From an optimization exercise on the open Yosys and OpenROAD flow, aimed at small area, a short achievable clock period and few clock cycles; shortcuts taken in it are not production practice. At most, simulation tests tie the RTL to the original design; equivalence was not proved. No functional check of the RTL was part of run 1. Power figures rest on the tool's default switching activity, not on a simulated workload.

## flow/design.v (module list and top-level ports; edited modules follow where they fit)
// module ycbcrBlockTop: 1699 lines
module ycbcrBlockTop (
    input  logic        clk,
    input  logic        rst_n,
    input  logic        enable,
    input  logic [63:0] dataRead,
    output logic [10:0] sramRaddr,
    output logic [10:0] sramWaddr,
    output logic [63:0] dataWrite,
    output logic        wen,
    output logic        valid
);
  // ...
==> flow/flow/run.sh <==
#!/bin/bash
# Standard layout, with one netlist clean-up between synthesis and floorplan:
# fixinv.py flips full adders to remove the inverter pairs that Yosys's
# extract_fa leaves between them (logic unchanged, registers untouched).
set -euo pipefail
R=orfs/results/${FLOW_PLATFORM}/ycbcrBlockTop/base
bash standard.sh synth > synth.log 2>&1
cp $R/1_2_yosys.v $R/1_2_yosys.std.v
python3 flow/fixinv.py $R/1_2_yosys.std.v $R/1_2_yosys.v > fixinv.log 2>&1
rm -f $R/1_synth.odb $R/1_synth.sdc
bash standard.sh > layout.log 2>&1
==> flow/flow/fixinv.py <==
#!/usr/bin/env python3
"""Remove inverters around full adders in a flat Yosys netlist.

A full adder is self-dual: FA(~a, ~b, ~c) = (~sum, ~cout).  Yosys's
extract_fa picks either polarity for each adder it finds, which leaves
pairs of inverters between adders.  For each sky130 fa cell this flips the
adder (feeds it the complements of its inputs, so its outputs carry the
complements of the old ones) whenever that lowers the number of inverter
cells, and repeats until no flip helps.  The logic function of every net
that drives a non-inverter load stays the same.

usage: fixinv.py IN.v OUT.v
"""
import re
import sys
from collections import defaultdict

INV = "sky130_fd_sc_hd__inv_1"
FA_PREFIX = "sky130_fd_sc_hd__fa_"
OUT_PINS = {"Y", "X", "Q", "Q_N", "SUM", "COUT", "HI", "LO"}

CELL_RE = re.compile(r"^\s*(sky130_fd_sc_hd__\w+)\s+(\S+)\s*\((.*?)\);", re.S | re.M)
PIN_RE = re.compile(r"\.(\w+)\(([^()]*)\)")


class Netlist:
    def __init__(self, text):
        first = CELL_RE.search(text)
        self.head = text[:first.start()]
        endm = text.rindex("endmodule")
        self.tail = text[endm:]
        self.cells = {}
        self.order = []
        for m in CELL_RE.finditer(text, first.start(), endm):
            typ, name, body = m.group(1), m.group(2), m.group(3)
            pins = [(p, n.strip()) for p, n in PIN_RE.findall(body)]
            self.cells[name] = [typ, dict(pins), [p for p, _ in pins]]
            self.order.append(name)
        # module ports that are outputs count as fixed loads
        self.outputs = set()
        for m in re.finditer(r"^\s*output\s+(\[(\d+):(\d+)\]\s+)?(\S+);", self.head, re.M):
            if m.group(1):
                hi, lo = int(m.group(2)), int(m.group(3))
                for i in range(min(hi, lo), max(hi, lo) + 1):
                    self.outputs.add(f"{m.group(4)}[{i}]")
            else:
                self.outputs.add(m.group(4))
        self.newnets = []
        self.uid = 0
        self.rebuild()

    def rebuild(self):
        self.drv = {}
        self.loads = defaultdict(list)
        for name, (typ, pins, _) in self.cells.items():
            for p, n in pins.items():
                if p in OUT_PINS:
                    self.drv[n] = (name, p)
                else:
                    self.loads[n].append((name, p))

    def is_inv(self, name):
        return self.cells[name][0] == INV

    def inv_of(self, net):
        """a net carrying ~net that exists already, or None"""
        d = self.drv.get(net)
        if d and self.is_inv(d[0]):
            return self.cells[d[0]][1]["A"]
        for (c, p) in self.loads.get(net, []):
            if self.is_inv(c):
                return self.cells[c][1]["Y"]
        return None

    def fixed_loads(self, net):
        """loads that need the net's own polarity"""
        n = sum(1 for c, p in self.loads.get(net, []) if not self.is_inv(c))
        if net in self.outputs:
            n += 1
        return n

    def flip_gain(self, fa):
        typ, pins, _ = self.cells[fa]
        gain = 0
        for p in ("A", "B", "CIN"):
            n = pins[p]
            d = self.drv.get(n)
            if d and self.is_inv(d[0]):
                # the adder would use the inverter's input; the inverter goes
                # if nothing else uses it
                others = [l for l in self.loads[n] if l != (fa, p)]
                if not others and n not in self.outputs:
                    gain += 1
            elif self.inv_of(n) is None:
                gain -= 1
        for p in ("SUM", "COUT"):
            n = pins[p]
            invloads = [c for c, q in self.loads.get(n, []) if self.is_inv(c)]
            gain += len(invloads)
            if self.fixed_loads(n):
                gain -= 1
        return gain

    def new_net(self):
        self.uid += 1
        n = f"_fixinv_{self.uid}_"
        self.newnets.append(n)
        return n

    def add_inv(self, a, y):
        self.uid += 1
        name = f"_fixinv_c{self.uid}_"
        self.cells[name] = [INV, {"A": a, "Y": y}, ["A", "Y"]]
        self.drv[y] = (name, "Y")
        self.loads[a].append((name, "A"))
        return name

    def remove_cell(self, name):
        typ, pins, _ = self.cells.pop(name)
        for p, n in pins.items():
            if p in OUT_PINS:
                if self.drv.get(n) == (name, p):
                    del self.drv[n]
            else:
                self.loads[n] = [l for l in self.loads[n] if l != (name, p)]

    def connect(self, cell, pin, net):
        typ, pins, _ = self.cells[cell]
        old = pins[pin]
        if pin in OUT_PINS:
            if self.drv.get(old) == (cell, pin):
                del self.drv[old]
            self.drv[net] = (cell, pin)
        else:
            self.loads[old] = [l for l in self.loads[old] if l != (cell, pin)]
            self.loads[net].append((cell, pin))
        pins[pin] = net

    def flip(self, fa):
        typ, pins, _ = self.cells[fa]
        for p in ("A", "B", "CIN"):
            n = pins[p]
            c = self.inv_of(n)
            if c is None:
                c = self.new_net()
                self.add_inv(n, c)
            self.connect(fa, p, c)
            d = self.drv.get(n)
            if d and self.is_inv(d[0]) and not self.loads[n] and n not in self.outputs:
                self.remove_cell(d[0])
        for p in ("SUM", "COUT"):
            old = pins[p]
            new = self.new_net()
            self.connect(fa, p, new)
            # inverters on the old net now just pass on the new one
            for c, q in list(self.loads.get(old, [])):
                if self.is_inv(c):
                    y = self.cells[c][1]["Y"]
                    for lc, lp in list(self.loads.get(y, [])):
                        self.connect(lc, lp, new)
                    if y in self.outputs:
                        # keep the port's net: drive it with a buffer-free inverter pair
                        raise RuntimeError("inverter drives an output port")
                    self.remove_cell(c)
            if self.fixed_loads(old):
                self.add_inv(new, old)

    def write(self):
        out = [self.head]
        for n in self.newnets:
            out.append(f"  wire {n};\n")
        for name in list(self.cells):
            typ, pins, porder = self.cells[name]
            conns = ",\n".join(f"    .{p}({pins[p]}{' ' if pins[p].startswith(chr(92)) else ''})"
                                for p in porder)
            out.append(f"  {typ} {name} (\n{conns}\n  );\n")
        out.append(self.tail)
        return "".join(out)


def main():
    text = open(sys.argv[1]).read()
    nl = Netlist(text)
    ninv0 = sum(1 for c in nl.cells.values() if c[0] == INV)
    fas = [n for n, c in nl.cells.items() if c[0].startswith(FA_PREFIX)]
    flips = 0
    for _ in range(20):
        changed = False
        for fa in fas:
            if nl.flip_gain(fa) > 0:
                nl.flip(fa)
                flips += 1
                changed = True
        if not changed:
            break
    # drop inverters whose output drives nothing
    while True:
        dead = [n for n, c in nl.cells.items()
                if c[0] == INV and not nl.loads.get(c[1]["Y"]) and c[1]["Y"] not in nl.outputs]
        if not dead:
            break
        for n in dead:
            nl.remove_cell(n)
    ninv1 = sum(1 for c in nl.cells.values() if c[0] == INV)
    open(sys.argv[2], "w").write(nl.write())
    print(f"fixinv: {len(fas)} adders, {flips} flips, inverters {ninv0} -> {ninv1}")


if __name__ == "__main__":
    main()
==> flow/standard.sh <==
#!/bin/bash
# synth_recipe.tcl (not shown) runs the flow's synth.tcl, then flattens the netlist and writes it again
# the make line also repeats each setting of config.mk as NAME=value (left out here)
make -C /OpenROAD-flow-scripts/flow DESIGN_CONFIG=/design/flow/config.mk WORK_HOME=/design/flow/orfs CLKGATE_MAP_FILE= SYNTH_SCRIPT=/design/flow/synth_recipe.tcl "${@:-finish}"
==> flow/config.mk <==
export PLATFORM = sky130hd
export DESIGN_NAME = ycbcrBlockTop
export DESIGN_NICKNAME = ycbcrBlockTop
export VERILOG_FILES = /design/flow/design.v
export SDC_FILE = /design/flow/constraint.sdc
export NUM_CORES = 4
export LEC_CHECK = 0
export CAP_MARGIN = 20
export CORE_MARGIN = 2
export CORE_UTILIZATION = 40
export SETUP_SLACK_MARGIN = 2.6
export SLEW_MARGIN = 20
==> flow/constraint.sdc <==
create_clock -name core_clock -period 5.0 [get_ports {clk}]
set_input_delay 1.0000 -clock core_clock [delete_from_list [all_inputs] [get_ports {clk}]]
set_output_delay 1.0000 -clock core_clock [all_outputs]
set_load 0.01 [all_outputs]
==> flow_summary.toml, run 1 <==
[outcome]
outcome = "complete, no violations"

[grt]
grt_max_degree = 106
antenna_found_initial = 7

[power]
power_mw = 28.8
p_seq_mw = 11.1
p_comb_share_pct = 34.1
power.net_switching_mw = 9.95
pwr-share-seq_pct = 38.4

[clock_tree]
htreeDepth = 3
cts_sinks = 997
cts-root-buf = "clkbuf_16"

[drt]
drtPass1Iterations = 9
wl_met1_mm = 42.1

[cells_and_area]
mostFrequentLayoutCells = "923 x dfxtp_1, 402 x inv_1, 307 x nand2_1"
final_cells = 4618
buffers = 174
clkCellAreaFrac_pct = 7.96
diodes = 2

[placed_design]
pre_cts_slack_ns = 2.26
dp_hpwl_mm = 72.7

[timing]
fin_crit_sh_pct = 50.5
relSlewSlack_pct = 38.1

[flow_run]
drv_cap = 0

[worst_hold_path]
hold_depth = 0

[critical_path]
endpoint = "cb2_s23"
worstSetupPathType = "reg2reg"
arrival_ns = 3.08
startpoint_type = "flip-flop"

[floorplanning]
core-area_um2 = 93200
==> inputs of run 2 (changes only) <==
--- a/flow/design.v
+++ b/flow/design.v
@@ -38,52 +38,50 @@
             valid <= 1'b0;
             phv <= {phv[1:0], phv[2]};
             if (!busy) begin
                 phv <= 3'b001;
                 wbase <= 6'd0; wph <= 2'd0;
                 if (enable) begin busy <= 1'b1; cnt <= 6'd1; end
             end else begin
                 cnt <= cnt + 6'd1;
-                if (cnt >= 6'd6 && cnt < 6'd54) begin
+                if (cnt >= 6'd5 && cnt < 6'd53) begin
                     wen <= 1'b0;
                     case (wph)
                         2'd0: sramWaddr <= {5'd0, wbase + 6'd0};
                         2'd1: sramWaddr <= {5'd0, wbase + 6'd2};
                         2'd2: sramWaddr <= {5'd0, wbase + 6'd1};
                         default: sramWaddr <= {5'd0, wbase};
                     endcase
                     if (wph == 2'd2) begin wph <= 2'd0; wbase <= wbase + 6'd3; end
                     else wph <= wph + 2'd1;
                 end else begin
                     wen <= 1'b1;
                 end
-                if (cnt == 6'd54) valid <= 1'b1;
-                if (cnt == 6'd55) begin busy <= 1'b0; cnt <= 6'd0; end
+                if (cnt == 6'd53) valid <= 1'b1;
+                if (cnt == 6'd54) begin busy <= 1'b0; cnt <= 6'd0; end
             end
         end
     end
     logic [63:0] P0;
     logic [63:0] P1;
     logic [63:0] P2;
     logic [63:0] P3;
     logic [63:0] P4;
     always_ff @(posedge clk) begin
         P0 <= dataRead;
         P1 <= P0;
         P2 <= P1;
         P3 <= P2;
         P4 <= P3;
     end
     logic [7:0] y0_r, y0_g, y0_b, y0_o;
-    always_ff @(posedge clk) begin
-        y0_r <= ({8{phv[2]}} & P1[7:0]) | ({8{phv[0]}} & P2[39:32]);
-        y0_g <= ({8{phv[2]}} & P0[7:0]) | ({8{phv[0]}} & P1[39:32]);
-        y0_b <= ({8{phv[2]}} & dataRead[7:0]) | ({8{phv[0]}} & P0[39:32]);
-    end
+    assign y0_r = ({8{phv[2]}} & P1[7:0]) | ({8{phv[0]}} & P2[39:32]);
+    assign y0_g = ({8{phv[2]}} & P0[7:0]) | ({8{phv[0]}} & P1[39:32]);
+    assign y0_b = ({8{phv[2]}} & dataRead[7:0]) | ({8{phv[0]}} & P0[39:32]);
     wire t_y0_1 = y0_r[6] ^ y0_r[1] ^ y0_g[7];
     wire t_y0_2 = (y0_r[6] & y0_r[1]) | (y0_r[6] & y0_g[7]) | (y0_r[1] & y0_g[7]);
     wire t_y0_3 = y0_r[3] ^ y0_g[4];
     wire t_y0_4 = y0_r[3] & y0_g[4];
     wire t_y0_5 = y0_r[4] ^ y0_g[5] ^ y0_b[5];
     wire t_y0_6 = (y0_r[4] & y0_g[5]) | (y0_r[4] & y0_b[5]) | (y0_g[5] & y0_b[5]);
     wire t_y0_7 = y0_r[5] ^ y0_r[0] ^ y0_g[6];
     wire t_y0_8 = (y0_r[5] & y0_r[0]) | (y0_r[5] & y0_g[6]) | (y0_r[0] & y0_g[6]);
@@ -213,21 +211,19 @@
     assign y0_sum = {1'b0, y0_s14, y0_s13, y0_s12, y0_s11, y0_s10, y0_s9, y0_s8, y0_s7, y0_s6, y0_s5, y0_s4, y0_s3, y0_s2, y0_s1, y0_s0} + {1'b0, y0_s29, y0_s28, y0_s27, y0_s26, y0_s25, y0_s24, y0_s23, y0_s22, y0_s21, y0_s20, y0_s19, y0_s18, y0_s17, y0_s16, y0_s15};
     logic [7:0] y0_h1;
     assign y0_h1 = y0_sum[15:8];
     logic [7:0] y0_h2;
     always_ff @(posedge clk) begin
         y0_h2 <= y0_h1;
     end
     logic [7:0] y1_r, y1_g, y1_b, y1_o;
-    always_ff @(posedge clk) begin
-        y1_r <= ({8{phv[2]}} & P1[15:8]) | ({8{phv[0]}} & P2[47:40]);
-        y1_g <= ({8{phv[2]}} & P0[15:8]) | ({8{phv[0]}} & P1[47:40]);
-        y1_b <= ({8{phv[2]}} & dataRead[15:8]) | ({8{phv[0]}} & P0[47:40]);
-    end
+    assign y1_r = ({8{phv[2]}} & P1[15:8]) | ({8{phv[0]}} & P2[47:40]);
+    assign y1_g = ({8{phv[2]}} & P0[15:8]) | ({8{phv[0]}} & P1[47:40]);
+    assign y1_b = ({8{phv[2]}} & dataRead[15:8]) | ({8{phv[0]}} & P0[47:40]);
     wire t_y1_1 = y1_r[6] ^ y1_r[1] ^ y1_g[7];
     wire t_y1_2 = (y1_r[6] & y1_r[1]) | (y1_r[6] & y1_g[7]) | (y1_r[1] & y1_g[7]);
     wire t_y1_3 = y1_r[3] ^ y1_g[4];
     wire t_y1_4 = y1_r[3] & y1_g[4];
     wire t_y1_5 = y1_r[4] ^ y1_g[5] ^ y1_b[5];
     wire t_y1_6 = (y1_r[4] & y1_g[5]) | (y1_r[4] & y1_b[5]) | (y1_g[5] & y1_b[5]);
     wire t_y1_7 = y1_r[5] ^ y1_r[0] ^ y1_g[6];
     wire t_y1_8 = (y1_r[5] & y1_r[0]) | (y1_r[5] & y1_g[6]) | (y1_r[0] & y1_g[6]);
@@ -357,21 +353,19 @@
     assign y1_sum = {1'b0, y1_s14, y1_s13, y1_s12, y1_s11, y1_s10, y1_s9, y1_s8, y1_s7, y1_s6, y1_s5, y1_s4, y1_s3, y1_s2, y1_s1, y1_s0} + {1'b0, y1_s29, y1_s28, y1_s27, y1_s26, y1_s25, y1_s24, y1_s23, y1_s22, y1_s21, y1_s20, y1_s19, y1_s18, y1_s17, y1_s16, y1_s15};
     logic [7:0] y1_h1;
     assign y1_h1 = y1_sum[15:8];
     logic [7:0] y1_h2;
     always_ff @(posedge clk) begin
         y1_h2 <= y1_h1;
     end
     logic [7:0] y2_r, y2_g, y2_b, y2_o;
-    always_ff @(posedge clk) begin
-        y2_r <= ({8{phv[2]}} & P1[23:16]) | ({8{phv[0]}} & P2[55:48]);
-        y2_g <= ({8{phv[2]}} & P0[23:16]) | ({8{phv[0]}} & P1[55:48]);
-        y2_b <= ({8{phv[2]}} & dataRead[23:16]) | ({8{phv[0]}} & P0[55:48]);
-    end
+    assign y2_r = ({8{phv[2]}} & P1[23:16]) | ({8{phv[0]}} & P2[55:48]);
+    assign y2_g = ({8{phv[2]}} & P0[23:16]) | ({8{phv[0]}} & P1[55:48]);
+    assign y2_b = ({8{phv[2]}} & dataRead[23:16]) | ({8{phv[0]}} & P0[55:48]);
     wire t_y2_1 = y2_r[6] ^ y2_r[1] ^ y2_g[7];
     wire t_y2_2 = (y2_r[6] & y2_r[1]) | (y2_r[6] & y2_g[7]) | (y2_r[1] & y2_g[7]);
     wire t_y2_3 = y2_r[3] ^ y2_g[4];
     wire t_y2_4 = y2_r[3] & y2_g[4];
     wire t_y2_5 = y2_r[4] ^ y2_g[5] ^ y2_b[5];
     wire t_y2_6 = (y2_r[4] & y2_g[5]) | (y2_r[4] & y2_b[5]) | (y2_g[5] & y2_b[5]);
     wire t_y2_7 = y2_r[5] ^ y2_r[0] ^ y2_g[6];
     wire t_y2_8 = (y2_r[5] & y2_r[0]) | (y2_r[5] & y2_g[6]) | (y2_r[0] & y2_g[6]);
@@ -501,21 +495,19 @@
     assign y2_sum = {1'b0, y2_s14, y2_s13, y2_s12, y2_s11, y2_s10, y2_s9, y2_s8, y2_s7, y2_s6, y2_s5, y2_s4, y2_s3, y2_s2, y2_s1, y2_s0} + {1'b0, y2_s29, y2_s28, y2_s27, y2_s26, y2_s25, y2_s24, y2_s23, y2_s22, y2_s21, y2_s20, y2_s19, y2_s18, y2_s17, y2_s16, y2_s15};
     logic [7:0] y2_h1;
     assign y2_h1 = y2_sum[15:8];
     logic [7:0] y2_h2;
     always_ff @(posedge clk) begin
         y2_h2 <= y2_h1;
     end
     logic [7:0] y3_r, y3_g, y3_b, y3_o;
-    always_ff @(posedge clk) begin
-        y3_r <= ({8{phv[2]}} & P1[31:24]) | ({8{phv[0]}} & P2[63:56]);
-        y3_g <= ({8{phv[2]}} & P0[31:24]) | ({8{phv[0]}} & P1[63:56]);
-        y3_b <= ({8{phv[2]}} & dataRead[31:24]) | ({8{phv[0]}} & P0[63:56]);
-    end
+    assign y3_r = ({8{phv[2]}} & P1[31:24]) | ({8{phv[0]}} & P2[63:56]);
+    assign y3_g = ({8{phv[2]}} & P0[31:24]) | ({8{phv[0]}} & P1[63:56]);
+    assign y3_b = ({8{phv[2]}} & dataRead[31:24]) | ({8{phv[0]}} & P0[63:56]);
     wire t_y3_1 = y3_r[6] ^ y3_r[1] ^ y3_g[7];
     wire t_y3_2 = (y3_r[6] & y3_r[1]) | (y3_r[6] & y3_g[7]) | (y3_r[1] & y3_g[7]);
     wire t_y3_3 = y3_r[3] ^ y3_g[4];
     wire t_y3_4 = y3_r[3] & y3_g[4];
     wire t_y3_5 = y3_r[4] ^ y3_g[5] ^ y3_b[5];
     wire t_y3_6 = (y3_r[4] & y3_g[5]) | (y3_r[4] & y3_b[5]) | (y3_g[5] & y3_b[5]);
     wire t_y3_7 = y3_r[5] ^ y3_r[0] ^ y3_g[6];
     wire t_y3_8 = (y3_r[5] & y3_r[0]) | (y3_r[5] & y3_g[6]) | (y3_r[0] & y3_g[6]);
@@ -645,21 +637,19 @@
     assign y3_sum = {1'b0, y3_s14, y3_s13, y3_s12, y3_s11, y3_s10, y3_s9, y3_s8, y3_s7, y3_s6, y3_s5, y3_s4, y3_s3, y3_s2, y3_s1, y3_s0} + {1'b0, y3_s29, y3_s28, y3_s27, y3_s26, y3_s25, y3_s24, y3_s23, y3_s22, y3_s21, y3_s20, y3_s19, y3_s18, y3_s17, y3_s16, y3_s15};
     logic [7:0] y3_h1;
     assign y3_h1 = y3_sum[15:8];
     logic [7:0] y3_h2;
     always_ff @(posedge clk) begin
         y3_h2 <= y3_h1;
     end
     logic [7:0] cr0_r, cr0_g, cr0_b, cr0_o;
-    always_ff @(posedge clk) begin
-        cr0_r <= ({8{phv[2]}} & P1[7:0]) | ({8{phv[0]}} & P2[31:24]) | ({8{phv[1]}} & P3[55:48]);
-        cr0_g <= ({8{phv[2]}} & P0[7:0]) | ({8{phv[0]}} & P1[31:24]) | ({8{phv[1]}} & P2[55:48]);
-        cr0_b <= ({8{phv[2]}} & dataRead[7:0]) | ({8{phv[0]}} & P0[31:24]) | ({8{phv[1]}} & P1[55:48]);
-    end
+    assign cr0_r = ({8{phv[2]}} & P1[7:0]) | ({8{phv[0]}} & P2[31:24]) | ({8{phv[1]}} & P3[55:48]);
+    assign cr0_g = ({8{phv[2]}} & P0[7:0]) | ({8{phv[0]}} & P1[31:24]) | ({8{phv[1]}} & P2[55:48]);
+    assign cr0_b = ({8{phv[2]}} & dataRead[7:0]) | ({8{phv[0]}} & P0[31:24]) | ({8{phv[1]}} & P1[55:48]);
     wire t_cr0_1 = cr0_r[3] ^ ~cr0_r[0];
     wire t_cr0_2 = cr0_r[3] & ~cr0_r[0];
     wire t_cr0_3 = cr0_r[4] ^ ~cr0_r[1] ^ ~cr0_g[7];
     wire t_cr0_4 = (cr0_r[4] & ~cr0_r[1]) | (cr0_r[4] & ~cr0_g[7]) | (~cr0_r[1] & ~cr0_g[7]);
     wire t_cr0_5 = cr0_r[5] ^ ~cr0_r[2];
     wire t_cr0_6 = cr0_r[5] & ~cr0_r[2];
     wire t_cr0_7 = cr0_r[6] ^ ~cr0_r[3];
     wire t_cr0_8 = cr0_r[6] & ~cr0_r[3];
@@ -811,21 +801,19 @@
     assign cr0_h1 = ~cr0_sum[15:8];
     logic [7:0] cr0_h2;
     logic [7:0] cr0_h3;
     always_ff @(posedge clk) begin
         cr0_h2 <= cr0_h1;
         cr0_h3 <= cr0_h2;
     end
     logic [7:0] cr1_r, cr1_g, cr1_b, cr1_o;
-    always_ff @(posedge clk) begin
-        cr1_r <= ({8{phv[2]}} & P1[15:8]) | ({8{phv[0]}} & P2[39:32]) | ({8{phv[1]}} & P3[63:56]);
-        cr1_g <= ({8{phv[2]}} & P0[15:8]) | ({8{phv[0]}} & P1[39:32]) | ({8{phv[1]}} & P2[63:56]);
-        cr1_b <= ({8{phv[2]}} & dataRead[15:8]) | ({8{phv[0]}} & P0[39:32]) | ({8{phv[1]}} & P1[63:56]);
-    end
+    assign cr1_r = ({8{phv[2]}} & P1[15:8]) | ({8{phv[0]}} & P2[39:32]) | ({8{phv[1]}} & P3[63:56]);
+    assign cr1_g = ({8{phv[2]}} & P0[15:8]) | ({8{phv[0]}} & P1[39:32]) | ({8{phv[1]}} & P2[63:56]);
+    assign cr1_b = ({8{phv[2]}} & dataRead[15:8]) | ({8{phv[0]}} & P0[39:32]) | ({8{phv[1]}} & P1[63:56]);
     wire t_cr1_1 = cr1_r[3] ^ ~cr1_r[0];
     wire t_cr1_2 = cr1_r[3] & ~cr1_r[0];
     wire t_cr1_3 = cr1_r[4] ^ ~cr1_r[1] ^ ~cr1_g[7];
     wire t_cr1_4 = (cr1_r[4] & ~cr1_r[1]) | (cr1_r[4] & ~cr1_g[7]) | (~cr1_r[1] & ~cr1_g[7]);
     wire t_cr1_5 = cr1_r[5] ^ ~cr1_r[2];
     wire t_cr1_6 = cr1_r[5] & ~cr1_r[2];
     wire t_cr1_7 = cr1_r[6] ^ ~cr1_r[3];
     wire t_cr1_8 = cr1_r[6] & ~cr1_r[3];
@@ -977,21 +965,19 @@
     assign cr1_h1 = ~cr1_sum[15:8];
     logic [7:0] cr1_h2;
     logic [7:0] cr1_h3;
     always_ff @(posedge clk) begin
         cr1_h2 <= cr1_h1;
         cr1_h3 <= cr1_h2;
     end
     logic [7:0] cr2_r, cr2_g, cr2_b, cr2_o;
-    always_ff @(posedge clk) begin
-        cr2_r <= ({8{phv[2]}} & P1[23:16]) | ({8{phv[0]}} & P2[47:40]);
-        cr2_g <= ({8{phv[2]}} & P0[23:16]) | ({8{phv[0]}} & P1[47:40]);
-        cr2_b <= ({8{phv[2]}} & dataRead[23:16]) | ({8{phv[0]}} & P0[47:40]);
-    end
+    assign cr2_r = ({8{phv[2]}} & P1[23:16]) | ({8{phv[0]}} & P2[47:40]);
+    assign cr2_g = ({8{phv[2]}} & P0[23:16]) | ({8{phv[0]}} & P1[47:40]);
+    assign cr2_b = ({8{phv[2]}} & dataRead[23:16]) | ({8{phv[0]}} & P0[47:40]);
     wire t_cr2_1 = cr2_r[3] ^ ~cr2_r[0];
     wire t_cr2_2 = cr2_r[3] & ~cr2_r[0];
     wire t_cr2_3 = cr2_r[4] ^ ~cr2_r[1] ^ ~cr2_g[7];
     wire t_cr2_4 = (cr2_r[4] & ~cr2_r[1]) | (cr2_r[4] & ~cr2_g[7]) | (~cr2_r[1] & ~cr2_g[7]);
     wire t_cr2_5 = cr2_r[5] ^ ~cr2_r[2];
     wire t_cr2_6 = cr2_r[5] & ~cr2_r[2];
     wire t_cr2_7 = cr2_r[6] ^ ~cr2_r[3];
     wire t_cr2_8 = cr2_r[6] & ~cr2_r[3];
@@ -1143,21 +1129,19 @@
     assign cr2_h1 = ~cr2_sum[15:8];
     logic [7:0] cr2_h2;
     logic [7:0] cr2_h3;
     always_ff @(posedge clk) begin
         cr2_h2 <= cr2_h1;
         cr2_h3 <= cr2_h2;
     end
     logic [7:0] cb0_r, cb0_g, cb0_b, cb0_o;
-    always_ff @(posedge clk) begin
-        cb0_r <= ({8{phv[0]}} & P2[7:0]) | ({8{phv[1]}} & P3[31:24]) | ({8{phv[2]}} & P4[55:48]);
-        cb0_g <= ({8{phv[0]}} & P1[7:0]) | ({8{phv[1]}} & P2[31:24]) | ({8{phv[2]}} & P3[55:48]);
-        cb0_b <= ({8{phv[0]}} & P0[7:0]) | ({8{phv[1]}} & P1[31:24]) | ({8{phv[2]}} & P2[55:48]);
-    end
+    assign cb0_r = ({8{phv[0]}} & P2[7:0]) | ({8{phv[1]}} & P3[31:24]) | ({8{phv[2]}} & P4[55:48]);
+    assign cb0_g = ({8{phv[0]}} & P1[7:0]) | ({8{phv[1]}} & P2[31:24]) | ({8{phv[2]}} & P3[55:48]);
+    assign cb0_b = ({8{phv[0]}} & P0[7:0]) | ({8{phv[1]}} & P1[31:24]) | ({8{phv[2]}} & P2[55:48]);
     wire t_cb0_1 = cb0_r[4] ^ cb0_r[3];
     wire t_cb0_2 = cb0_r[4] & cb0_r[3];
     wire t_cb0_3 = cb0_r[5] ^ cb0_r[4] ^ cb0_r[1];
     wire t_cb0_4 = (cb0_r[5] & cb0_r[4]) | (cb0_r[5] & cb0_r[1]) | (cb0_r[4] & cb0_r[1]);
     wire t_cb0_5 = cb0_g[5] ^ cb0_g[3];
     wire t_cb0_6 = cb0_g[5] & cb0_g[3];
     wire t_cb0_7 = cb0_r[6] ^ cb0_r[5] ^ cb0_r[2];
     wire t_cb0_8 = (cb0_r[6] & cb0_r[5]) | (cb0_r[6] & cb0_r[2]) | (cb0_r[5] & cb0_r[2]);
@@ -1329,21 +1313,19 @@
     assign cb0_h1 = ~cb0_sum[15:8];
     logic [7:0] cb0_h2;
     logic [7:0] cb0_h3;
     always_ff @(posedge clk) begin
         cb0_h2 <= cb0_h1;
         cb0_h3 <= cb0_h2;
     end
     logic [7:0] cb1_r, cb1_g, cb1_b, cb1_o;
-    always_ff @(posedge clk) begin
-        cb1_r <= ({8{phv[0]}} & P2[15:8]) | ({8{phv[1]}} & P3[39:32]) | ({8{phv[2]}} & P4[63:56]);
-        cb1_g <= ({8{phv[0]}} & P1[15:8]) | ({8{phv[1]}} & P2[39:32]) | ({8{phv[2]}} & P3[63:56]);
-        cb1_b <= ({8{phv[0]}} & P0[15:8]) | ({8{phv[1]}} & P1[39:32]) | ({8{phv[2]}} & P2[63:56]);
-    end
+    assign cb1_r = ({8{phv[0]}} & P2[15:8]) | ({8{phv[1]}} & P3[39:32]) | ({8{phv[2]}} & P4[63:56]);
+    assign cb1_g = ({8{phv[0]}} & P1[15:8]) | ({8{phv[1]}} & P2[39:32]) | ({8{phv[2]}} & P3[63:56]);
+    assign cb1_b = ({8{phv[0]}} & P0[15:8]) | ({8{phv[1]}} & P1[39:32]) | ({8{phv[2]}} & P2[63:56]);
     wire t_cb1_1 = cb1_r[4] ^ cb1_r[3];
     wire t_cb1_2 = cb1_r[4] & cb1_r[3];
     wire t_cb1_3 = cb1_r[5] ^ cb1_r[4] ^ cb1_r[1];
     wire t_cb1_4 = (cb1_r[5] & cb1_r[4]) | (cb1_r[5] & cb1_r[1]) | (cb1_r[4] & cb1_r[1]);
     wire t_cb1_5 = cb1_g[5] ^ cb1_g[3];
     wire t_cb1_6 = cb1_g[5] & cb1_g[3];
     wire t_cb1_7 = cb1_r[6] ^ cb1_r[5] ^ cb1_r[2];
     wire t_cb1_8 = (cb1_r[6] & cb1_r[5]) | (cb1_r[6] & cb1_r[2]) | (cb1_r[5] & cb1_r[2]);
@@ -1515,21 +1497,19 @@
     assign cb1_h1 = ~cb1_sum[15:8];
     logic [7:0] cb1_h2;
     logic [7:0] cb1_h3;
     always_ff @(posedge clk) begin
         cb1_h2 <= cb1_h1;
         cb1_h3 <= cb1_h2;
     end
     logic [7:0] cb2_r, cb2_g, cb2_b, cb2_o;
-    always_ff @(posedge clk) begin
-        cb2_r <= ({8{phv[0]}} & P2[23:16]) | ({8{phv[1]}} & P3[47:40]);
-        cb2_g <= ({8{phv[0]}} & P1[23:16]) | ({8{phv[1]}} & P2[47:40]);
-        cb2_b <= ({8{phv[0]}} & P0[23:16]) | ({8{phv[1]}} & P1[47:40]);
-    end
+    assign cb2_r = ({8{phv[0]}} & P2[23:16]) | ({8{phv[1]}} & P3[47:40]);
+    assign cb2_g = ({8{phv[0]}} & P1[23:16]) | ({8{phv[1]}} & P2[47:40]);
+    assign cb2_b = ({8{phv[0]}} & P0[23:16]) | ({8{phv[1]}} & P1[47:40]);
     wire t_cb2_1 = cb2_r[4] ^ cb2_r[3];
     wire t_cb2_2 = cb2_r[4] & cb2_r[3];
     wire t_cb2_3 = cb2_r[5] ^ cb2_r[4] ^ cb2_r[1];
     wire t_cb2_4 = (cb2_r[5] & cb2_r[4]) | (cb2_r[5] & cb2_r[1]) | (cb2_r[4] & cb2_r[1]);
     wire t_cb2_5 = cb2_g[5] ^ cb2_g[3];
     wire t_cb2_6 = cb2_g[5] & cb2_g[3];
     wire t_cb2_7 = cb2_r[6] ^ cb2_r[5] ^ cb2_r[2];
     wire t_cb2_8 = (cb2_r[6] & cb2_r[5]) | (cb2_r[6] & cb2_r[2]) | (cb2_r[5] & cb2_r[2]);
@@ -1701,13 +1681,13 @@
     assign cb2_h1 = ~cb2_sum[15:8];
     logic [7:0] cb2_h2;
     logic [7:0] cb2_h3;
     always_ff @(posedge clk) begin
         cb2_h2 <= cb2_h1;
         cb2_h3 <= cb2_h2;
     end
     always_ff @(posedge clk) begin
-        dataWrite <= ({64{phv[2]}} & {y3_h1, y2_h1, y1_h1, y0_h1, y3_h2, y2_h2, y1_h2, y0_h2})
-            | ({64{phv[0]}} & {cr1_h1, cr0_h1, cr2_h2, cr1_h2, cr0_h2, cr2_h3, cr1_h3, cr0_h3})
-            | ({64{phv[1]}} & {cb1_h1, cb0_h1, cb2_h2, cb1_h2, cb0_h2, cb2_h3, cb1_h3, cb0_h3});
+        dataWrite <= ({64{phv[1]}} & {y3_h1, y2_h1, y1_h1, y0_h1, y3_h2, y2_h2, y1_h2, y0_h2})
+            | ({64{phv[2]}} & {cr1_h1, cr0_h1, cr2_h2, cr1_h2, cr0_h2, cr2_h3, cr1_h3, cr0_h3})
+            | ({64{phv[0]}} & {cb1_h1, cb0_h1, cb2_h2, cb1_h2, cb0_h2, cb2_h3, cb1_h3, cb0_h3});
     end
 endmodule
==> flow/config.mk (replaced) <==
export PLATFORM = sky130hd
export DESIGN_NAME = ycbcrBlockTop
export DESIGN_NICKNAME = ycbcrBlockTop
export VERILOG_FILES = /design/flow/design.v
export SDC_FILE = /design/flow/constraint.sdc
export NUM_CORES = 4
export LEC_CHECK = 0
export CAP_MARGIN = 20
export CORE_MARGIN = 2
export CORE_UTILIZATION = 40
export SETUP_SLACK_MARGIN = 1.5
export SLEW_MARGIN = 20
==> run 2 against run 1 <==
  * Maximum frequency is 26% lower
  * Die area is 13% lower
  * Clock skew is 0.0091 ns lower
  * Largest power group is now combinational logic
  * Critical path type unchanged
==> flow_summary.toml, run 2 <==
[worst_hold_path]
hold_depth = 0
hold_end = "cr1_h3[4]"
worstHoldStart = "cr1_h2[4]"
hp-class = "reg2reg"

[floorplanning]
fp.dieW_um = 290
ios = 155
die_height_um = 290
num_rows = 104
core-area_um2 = 80700
initial_core_util_pct = 40.5
dieArea_um2 = 84100

[drt]
drtIter0Drc = 2336
drtPass1Iterations = 11
dr_total_vias = 21500
vias_per_cell = 5.16
wire_per_inst_um = 22.8
ant_nets = 0
drc = 0
routed_wirelength_mm = 95.0

[power]
p_leak_nw = 17.7
power_frac_clock_pct = 25.3
pwr-share-seq_pct = 34.9
p_sw_share_pct = 37.1
p_comb_share_pct = 39.8
power.net_switching_mw = 9.24
powerDensity_nw_per_um2 = 642
p_int_mw = 15.7
ir_drop_mv = 0.331
power_mw = 24.9

[critical_path]
path_max_fanout = 21
timing.rr.end = "cr1_s23"
startpoint_type = "flip-flop"
rrSetupSlack_ns = 1.59
crit_path_end_kind = "flip-flop"
cp.required_ns = 5.50
worstSetupPathType = "reg2reg"
r2r-start = "phv[0]"
arrival_ns = 3.91
r2r_cells = 8

[cells_and_area]
final_cells = 4160
drive_gt1_share_pct = 8.10
area_growth_pct = 18.5
utilization_pct = 48.1
nNetsFinal = 3665
multiInputGateArea_um2 = 15700
fill_cells = 7254
mostFrequentLayoutCells = "754 x dfxtp_1, 406 x inv_1, 289 x ha_1"
final_common_cell = "dfxtp_1"
seq_area_um2 = 15200

[timing]
fin_crit_sh_pct = 68.2
fin_skew_ns = 0.0244
fin_tns_setup_ns = 0
relSlewSlack_pct = 28.2
period_needed_ns = 3.41
tightest_slew_ns = 1.07
fin_ws_ns = 1.59
fmax_mhz = 293
maxSlewViolCount = 0
final-setup-viol-count = 0
hold_viol = 0
rsz0062_at_grt = "true"

[clock_tree]
clkTransAtPathRegs_ns = 0.06
cts_tree = "built"
htreeDepth = 3
cts_buffers = 80
cts-root-buf = "clkbuf_16"
clk_latency_ns = 0.64
cts_sinks = 757
clock_path_buffers = 3

[grt]
track_usage_pct = 22.5
grt_max_degree = 74
grt_overflow = 0
antenna_found_initial = 9
grt_pass1_vias = 22300
grt_pass1_wl_mm = 142

[synth]
syn_area_um2 = 32700
yosys_warnings = 1
avgSynthCellArea_um2 = 11.6
synthCells = 2810

[placed_design]
dp_hpwl_mm = 74.7
portBuffers = 144
place_congestion = 0.907
dp_cells = 3950
pre_cts_slack_ns = 1.02

[outcome]
outcome = "complete, no violations"

[flow_run]
drv_cap = 0
run 2: metal layers:
layer	global-route usage (%)	vias to the layer above	wire length (µm)
met5	0	-	57
met4	6.67	8	2620
met3	4.75	135	6710
met2	33.7	695	40700
met1	32.6	10700	44900
li1	-	9886	-
run 2: cell type report:
cell class                      instances  area share [%]
Antenna cell                            1         0.00646
Multi-Input combinational cell       1560            40.4
Clock buffer                          107            5.90
Sequential cell                       757            39.1
Tap cell                             1060            3.42
Clock inverter                         40            1.43
Inverter                              406            3.93
Timing Repair Buffer                  229            5.75
run 2: power groups by stage:
stage          Sequential, mW  Clock [mW]  Combinational (mW)
2_1_floorplan            8.65           0                5.77
3_5_place_dp             8.83           0                9.81
6_report                 8.68        6.30                9.92
4_1_cts                  8.70        6.43                9.97
5_1_grt                  8.84        6.69                10.9
3_3_place_gp             8.78           0                9.63
run 2: worst max-delay path by stage:
stage	from	to	slack, ns
after detailed placement	phv[0]	cb0_s23	1.02
after global placement	phv[0]	cb0_s23	1.01
final	phv[0]	cr1_s23	1.59
after floorplan	phv[0]	cb0_s20	1.50
after CTS	phv[0]	cb0_s21	1.43
after global routing	phv[0]	cb1_s18	1.48
run 2: critical path, stage by stage, from the launching register on:
cell	delay, ns
dfxtp_4	0.46
buf_16	0.21
a222oi_1	0.71
ha_1	0.36
inv_1	0.07
fa_1	0.44
fa_1	0.50
inv_1	0.05
fa_1	0.45
run 2: per-stage QoR:
stage,hold slack (ns),area (µm²)
3_3_place_gp,0.334,35300
4_1_cts,0.352,38700
3_5_place_dp,0.338,35400
6_report,0.350,38800
2_1_floorplan,0.330,32900
5_1_grt,0.354,38800
run 2: repair_timing:
item	CTS	global route
setup endpoints to repair	111	48
hold buffers	0	0
cloned	0	0
setup buffers	54	8
resized for setup	1	1
pin swaps	26	4
Testbench counts of run 2, summed over its fixed seeds: cycles 2,640.

[port drivers added, routing unchanged]
No port has a modelled driver above. Below, the same layouts with a new extraction and two added sets of constraints. Step 1 sets driving cells, clkbuf_16 on the clock port and buf_2 on the other inputs (assumed; they add their load-dependent delay and slew). Step 2, shift: input delay + t, output delay - t, t = (earliest + latest rising clock arrival at the registers) / 2. This alone moves slack from input paths to output paths. a / b / c = no drivers / after step 1 / after step 2; a / b = the first two.
run | t, ns | setup slack, ns | clock arrival spread, ns | slew at the worst register clock pin (ns)
run 1 | 0.743 | 2.476 / 2.476 / 2.267 | 0.037 / 0.038 | 0.07 / 0.07
run 2 | 0.690 | 1.592 / 1.592 / 1.099 | 0.025 / 0.025 | 0.07 / 0.07
After both steps every run listed still meets setup and hold. For run 2, which loses most, drivers alone change the setup slack by 0.000 ns; drivers and shift together by -0.493 ns.
